This design comes from an exercise in tuning for small area, a short achievable clock period and few clock cycles on the open sky130 flow, not from production work. In this exercise RTL edits were held to simulation tests only and were not proved equivalent to the original.

Setup of run 1:
==> flow/design.v <==
package obj_pkg;
    localparam int OBJ_MAX_DEF  = 64;
    localparam int LINE_MAX_DEF = 8;
    localparam int OBJ_H_DEF    = 16;
    localparam int OBJ_W     = 29;
    localparam int X_LSB     = 0;
    localparam int Y_LSB     = 8;
    localparam int CODE_LSB  = 16;
    localparam int COL_LSB   = 24;
    localparam int FLIPH_BIT = 27;
    localparam int FLIPV_BIT = 28;
    typedef struct packed {
        logic [3:0]       row;
        logic [OBJ_W-1:0] word;
    } lst_entry_t;
    typedef enum logic {
        S_IDLE,
        S_SCAN
    } scan_state_t;
endpackage
module obj_line_fifo #(
    parameter int DEPTH = 8,
    parameter int WIDTH = 29,
    parameter int YL    = 8,        
    parameter int FV    = 28        
) (
    input  logic             clk,
    input  logic             rst,
    input  logic             clr,       
    input  logic             load,      
    input  logic             any,       
    input  logic             pop,       
    input  logic             last,      
    input  logic [3:0]       tlo,       
    input  logic [DEPTH-1:0] wr_oh,     
    input  logic [WIDTH-1:0] wdata,     
    output logic [WIDTH+3:0] head       
);
    logic [WIDTH-1:0] mem [1:DEPTH-1];
    logic [DEPTH-1:0] nxt_oh;           
    logic [WIDTH-1:0] nxt_mem, w_next;
    logic [3:0]       r_next, r_w, r_mem;
    logic             take_w, zero, upd;
    always_ff @(posedge clk) begin
        for (int k = 1; k < DEPTH; k++)
            if (wr_oh[k]) mem[k] <= wdata;
    end
    always_comb begin
        nxt_mem = '0;
        for (int k = 1; k < DEPTH; k++)
            nxt_mem = nxt_mem | (mem[k] & {WIDTH{nxt_oh[k]}});
    end
    always_ff @(posedge clk) begin
        if (rst || clr) nxt_oh <= DEPTH'(2);
        else if (pop)   nxt_oh <= nxt_oh << 1;
    end
    assign take_w = load ? any : (pop & ~last & |(nxt_oh & wr_oh));
    assign zero   = rst | (load & ~any) | (pop & last);
    assign upd    = rst | load | pop;
    assign w_next = take_w ? wdata : nxt_mem;
    always_comb begin
        logic bw, bm;
        bw = 1'b0;
        bm = 1'b0;
        for (int b = 0; b < 4; b++) begin
            r_w[b]   = tlo[b] ^ wdata[YL + b] ^ bw ^ wdata[FV];
            bw       = (~tlo[b] & wdata[YL + b]) | (~(tlo[b] ^ wdata[YL + b]) & bw);
            r_mem[b] = tlo[b] ^ nxt_mem[YL + b] ^ bm ^ nxt_mem[FV];
            bm       = (~tlo[b] & nxt_mem[YL + b]) | (~(tlo[b] ^ nxt_mem[YL + b]) & bm);
        end
    end
    assign r_next = take_w ? r_w : r_mem;
    always_ff @(posedge clk) begin
        if (upd) head <= zero ? '0 : {r_next, w_next};
    end
endmodule
module obj_line_scan #(
    parameter int OBJ_MAX  = obj_pkg::OBJ_MAX_DEF,
    parameter int LINE_MAX = obj_pkg::LINE_MAX_DEF,
    parameter int OBJ_H    = obj_pkg::OBJ_H_DEF
) (
    input  logic        CLK20,
    input  logic        RESET,
    input  logic        DMCS,
    input  logic [28:0] DO,
    input  logic [7:0]  V,
    input  logic        HBDn,
    input  logic        VB,
    input  logic        LST_RD,
    output logic [32:0] LST_DATA,
    output logic        LST_EMPTY,
    output logic [3:0]  LST_CNT,
    output logic        LST_RDY,
    output logic        OVF
);
    localparam int CW = $clog2(OBJ_MAX + 1);
    localparam int W  = obj_pkg::OBJ_W;
    localparam int YL = obj_pkg::Y_LSB;
    localparam int NC = LINE_MAX + 1;           
    localparam int GS = 8;                      
    localparam int NG = OBJ_MAX / GS;
    localparam int CS = 16;                     
    localparam int NCG = OBJ_MAX / CS;
    logic [OBJ_MAX-1:0][W-1:0] obj_table;
    logic [CW-1:0] obj_cnt;
    logic          vb_q, hbdn_q;
    logic          vb_rise, hb_fall, wr_en, start;
    logic [W-1:0]  do_ym;                       
    always_comb begin
        do_ym = DO;
        do_ym[YL +: 8] = DO[YL +: 8] - 8'd1;
    end
    assign vb_rise = VB & ~vb_q;
    assign hb_fall = hbdn_q & ~HBDn;
    assign start   = hb_fall & ~VB;
    assign wr_en   = DMCS & (vb_rise | (obj_cnt != CW'(OBJ_MAX)));
    always_ff @(posedge CLK20) begin
        if (wr_en) obj_table <= {obj_table[OBJ_MAX-2:0], do_ym};
    end
    always_ff @(posedge CLK20) begin
        if (RESET) begin
            vb_q    <= 1'b0;
            hbdn_q  <= 1'b1;
            obj_cnt <= '0;
        end else begin
            vb_q   <= VB;
            hbdn_q <= HBDn;
            if (vb_rise)    obj_cnt <= wr_en ? CW'(1) : '0;
            else if (wr_en) obj_cnt <= obj_cnt + CW'(1);
        end
    end
    logic [OBJ_MAX-1:0] valid;
    always_comb begin
        for (int i = 0; i < OBJ_MAX; i++) begin
            logic gt, eq;
            gt = 1'b0;
            eq = 1'b1;
            for (int b = CW - 1; b >= 0; b--) begin
                gt = gt | (eq & obj_cnt[b] & ~((i >> b) & 1));
                eq = eq & ~(obj_cnt[b] ^ ((i >> b) & 1));
            end
            valid[i] = gt;
        end
    end
    logic [3:0]         tq;              
    logic [3:0]         vh_m;            
    logic [OBJ_MAX-1:0] hit_now;
    assign vh_m[0] = ~V[4];
    for (genvar b = 1; b < 4; b++) begin : g_dec
        assign vh_m[b] = V[4 + b] ^ ~(|V[4 +: b]);
    end
    always_comb begin
        for (int i = 0; i < OBJ_MAX; i++) begin
            logic [7:0] y;
            logic       brw;
            y   = obj_table[i][YL +: 8];
            brw = 1'b0;
            for (int b = 0; b < 4; b++)
                brw = (~V[b] & y[b]) | (~(V[b] ^ y[b]) & brw);
            hit_now[i] = (brw ? (y[7:4] == vh_m) : (y[7:4] == V[7:4])) & valid[i];
        end
    end
    logic [OBJ_MAX-1:0]  hmask;      
    logic [OBJ_MAX-1:0]  lsel;       
    logic [NG-1:0]       gany, gsel;
    logic [OBJ_MAX-1:0]  first;      
    logic [W-1:0]        gword [NG];
    logic [W-1:0]        word_sel, word_q;
    logic [LINE_MAX-1:0] a_oh;       
    logic [LINE_MAX-1:0] b_oh;       
    logic                pend1, pend2;
    always_comb begin
        for (int g = 0; g < NG; g++) begin
            logic seen;
            seen = 1'b0;
            for (int j = GS - 1; j >= 0; j--) begin
                lsel[g*GS + j] = hmask[g*GS + j] & ~seen;
                seen = seen | hmask[g*GS + j];
            end
            gany[g] = seen;
        end
        begin
            logic gseen;
            gseen = 1'b0;
            for (int g = NG - 1; g >= 0; g--) begin
                gsel[g] = gany[g] & ~gseen;
                gseen   = gseen | gany[g];
            end
        end
        for (int i = 0; i < OBJ_MAX; i++) first[i] = lsel[i] & gsel[i / GS];
    end
    always_comb begin
        for (int g = 0; g < NG; g++) begin
            gword[g] = '0;
            for (int j = 0; j < GS; j++)
                gword[g] = gword[g] | (obj_table[g*GS + j] & {W{lsel[g*GS + j]}});
        end
        word_sel = '0;
        for (int g = 0; g < NG; g++) word_sel = word_sel | (gword[g] & {W{gsel[g]}});
    end
    always_ff @(posedge CLK20) begin
        if (RESET) begin
            hmask <= '0;
            a_oh  <= '0;
            b_oh  <= '0;
            pend1 <= 1'b0;
            pend2 <= 1'b0;
            tq    <= '0;
        end else begin
            if (start) begin
                hmask <= hit_now;
                tq    <= V[3:0] + 4'd1;
            end else if (wr_en) begin
                hmask <= {hmask[OBJ_MAX-2:0] & ~first[OBJ_MAX-2:0], 1'b0};
            end else begin
                hmask <= hmask & ~first;
            end
            a_oh  <= start ? LINE_MAX'(1) : a_oh << 1;
            b_oh  <= start ? '0 : a_oh;
            pend1 <= start;
            pend2 <= pend1 & ~start;
        end
    end
    always_ff @(posedge CLK20) begin
        word_q <= word_sel;
    end
    logic [W-1:0] word_out;
    always_comb begin
        word_out = word_q;
        word_out[YL +: 8] = word_q[YL +: 8] + 8'd1;
    end
    logic [NC:1] cg [NCG];
    logic [NC:1] cg_q [NCG];
    logic [NC:1] ge;
    always_comb begin
        for (int g = 0; g < NCG; g++) begin
            logic [NC:0] t [2*CS];
            for (int i = 0; i < CS; i++) t[CS + i] = {(NC - 1)'(0), hmask[g*CS + i], 1'b1};
            for (int i = CS - 1; i >= 1; i--) begin
                t[i] = (NC + 1)'(1);
                for (int k = 1; k <= NC; k++)
                    for (int a = 0; a <= k; a++)
                        t[i][k] = t[i][k] | (t[2*i][a] & t[2*i+1][k-a]);
            end
            cg[g] = t[1][NC:1];
        end
    end
    always_ff @(posedge CLK20) begin
        for (int g = 0; g < NCG; g++) cg_q[g] <= cg[g];
    end
    always_comb begin
        logic [NC:0] t [2*NCG];
        for (int g = 0; g < NCG; g++) t[NCG + g] = {cg_q[g], 1'b1};
        for (int i = NCG - 1; i >= 1; i--) begin
            t[i] = (NC + 1)'(1);
            for (int k = 1; k <= NC; k++)
                for (int a = 0; a <= k; a++)
                    t[i][k] = t[i][k] | (t[2*i][a] & t[2*i+1][k-a]);
        end
        ge = t[1][NC:1];
    end
    logic [3:0] ncnt;                
    always_comb begin
        ncnt = '0;
        for (int k = 1; k <= LINE_MAX; k++)
            if (ge[k] && !(k < LINE_MAX && ge[k+1])) ncnt = 4'(k);
    end
    logic [3:0] lcnt;
    logic       lempty, lrdy, pop;
    logic       ovf;
    assign pop = LST_RD & ~lempty;
    always_ff @(posedge CLK20) begin
        if (RESET) begin
            lrdy   <= 1'b0;
            lempty <= 1'b1;
            lcnt   <= '0;
        end else if (start) begin
            lrdy   <= 1'b0;
            lempty <= 1'b1;
        end else if (pend2) begin
            lrdy   <= 1'b1;
            lcnt   <= ncnt;
            lempty <= ~ge[1];
        end else if (pop) begin
            lcnt   <= lcnt - 4'd1;
            lempty <= (lcnt == 4'd1);
        end
    end
    always_ff @(posedge CLK20) begin
        if (RESET || start) ovf <= 1'b0;
        else if (pend2)     ovf <= ge[NC];
    end
    assign OVF = ovf;
    assign LST_EMPTY = lempty;
    assign LST_CNT   = lcnt;
    assign LST_RDY   = lrdy;
    obj_line_fifo #(
        .DEPTH (LINE_MAX),
        .WIDTH (W),
        .YL    (YL),
        .FV    (obj_pkg::FLIPV_BIT)
    ) u_fifo (
        .clk   (CLK20),
        .rst   (RESET),
        .clr   (start),
        .load  (pend2),
        .any   (ge[1]),
        .pop   (pop),
        .last  (lcnt == 4'd1),
        .wr_oh (b_oh),
        .tlo   (tq),
        .wdata (word_out),
        .head  (LST_DATA)
    );
endmodule
export LEC_CHECK = 0
export CAP_MARGIN = 20
export CORE_MARGIN = 2
export CORE_UTILIZATION = 55
export CTS_CLUSTER_DIAMETER = 100
export CTS_CLUSTER_SIZE = 20
export SETUP_SLACK_MARGIN = 5
export SLEW_MARGIN = 20
create_clock -name core_clock -period 8.0 [get_ports {CLK20}]
run.sh (not shown) runs the stock make flow with config.mk's settings and CLKGATE_MAP_FILE= SYNTH_SCRIPT=/design/flow/synth_recipe.tcl, a recipe that flattens the netlist after the stock synthesis.
Testbench counts of run 1, summed over its fixed seeds: cycles 5,256.
Input changes introduced in run 2 (baseline for comparison: run 1):
-- flow/design.v --
<<< run 1, line 40
    logic [DEPTH-1:0] nxt_oh;           
    logic [WIDTH-1:0] nxt_mem, w_next;
    logic [3:0]       r_next, r_w, r_mem;
    logic             take_w, zero, upd;
    always_ff @(posedge clk) begin
>>> run 2, line 40
    logic [DEPTH-1:0] nxt_oh;           
    logic [WIDTH-1:0] nxt_mem, w_next;
    logic [3:0]       r_next;
    logic             take_w, zero, upd;
    always_ff @(posedge clk) begin
<<< run 1, line 60
    assign w_next = take_w ? wdata : nxt_mem;
    always_comb begin
        logic bw, bm;
        bw = 1'b0;
        bm = 1'b0;
        for (int b = 0; b < 4; b++) begin
            r_w[b]   = tlo[b] ^ wdata[YL + b] ^ bw ^ wdata[FV];
            bw       = (~tlo[b] & wdata[YL + b]) | (~(tlo[b] ^ wdata[YL + b]) & bw);
            r_mem[b] = tlo[b] ^ nxt_mem[YL + b] ^ bm ^ nxt_mem[FV];
            bm       = (~tlo[b] & nxt_mem[YL + b]) | (~(tlo[b] ^ nxt_mem[YL + b]) & bm);
        end
    end
    assign r_next = take_w ? r_w : r_mem;
    always_ff @(posedge clk) begin
        if (upd) head <= zero ? '0 : {r_next, w_next};
>>> run 2, line 60
    assign w_next = take_w ? wdata : nxt_mem;
    always_comb begin
        logic brw;
        brw = 1'b0;
        for (int b = 0; b < 4; b++) begin
            r_next[b] = tlo[b] ^ w_next[YL + b] ^ brw ^ w_next[FV];
            brw = (~tlo[b] & w_next[YL + b]) | (~(tlo[b] ^ w_next[YL + b]) & brw);
        end
    end
    always_ff @(posedge clk) begin
        if (upd) head <= zero ? '0 : {r_next, w_next};
Results
- Global-route usage: run 2 vs run 1 up 0.79 points
- Run 2 ends up with lower first-iteration DRC count than run 1 does.
- Of the two candidates, run 1 has the better worst supply voltage drop on vdd and run 2 the worse one.
- Diff run 1 -> run 2: mux contribution to synthesized area has decreased; number of setup buffers added after CTS climbed 1; final design utilization down 0.49 points; clock skew shows a reduction of 0.020 ns.
- For run 2, the slowest cell on the critical path was fa_2, unlike run 1, where it was clkdlybuf4s50_1.
- Between run 1 and run 2, fraction of layout cells with a size suffix above 1 is higher for run 2, run 1 comes in under that.
- Run 2: average wire per cell in the routed design lower than run 1
- On area added between synthesis and finish: between run 1 and run 2, it ends up higher for run 1.
- Of the two values seen for first element of the critical path, DMCS was produced by run 1 and LST_RD by run 2.
Testbench counts of run 2, summed over its fixed seeds: cycles 5,256.

[afterwards: timing with drivers on the ports]
The results above use ideal ports. As a check the final layouts listed here were re-extracted and re-timed, cells and wires unchanged. Step 1 assumes that a clkbuf_16 drives the clock port and a buf_2 every other input. Step 2, shift: input delay + t, output delay - t, t = (earliest + latest rising clock arrival at the registers) / 2. This alone moves slack from input paths to output paths. Slacks: ideal / step 1 / step 2; pairs: ideal / step 1.
run	t, ns	slack for setup (ns)	worst hold slack (ns)	pins driven straight from the clock port
run 1	0.902	4.861 / 4.913 / 4.023	0.433 / 0.433 / 0.433	1
run 2	0.910	4.861 / 4.898 / 3.988	0.441 / 0.441 / 0.441	1
After both steps setup and hold are still met in every run listed. For run 2, which loses most, drivers alone change the setup slack by +0.037 ns; drivers and shift together by -0.873 ns.
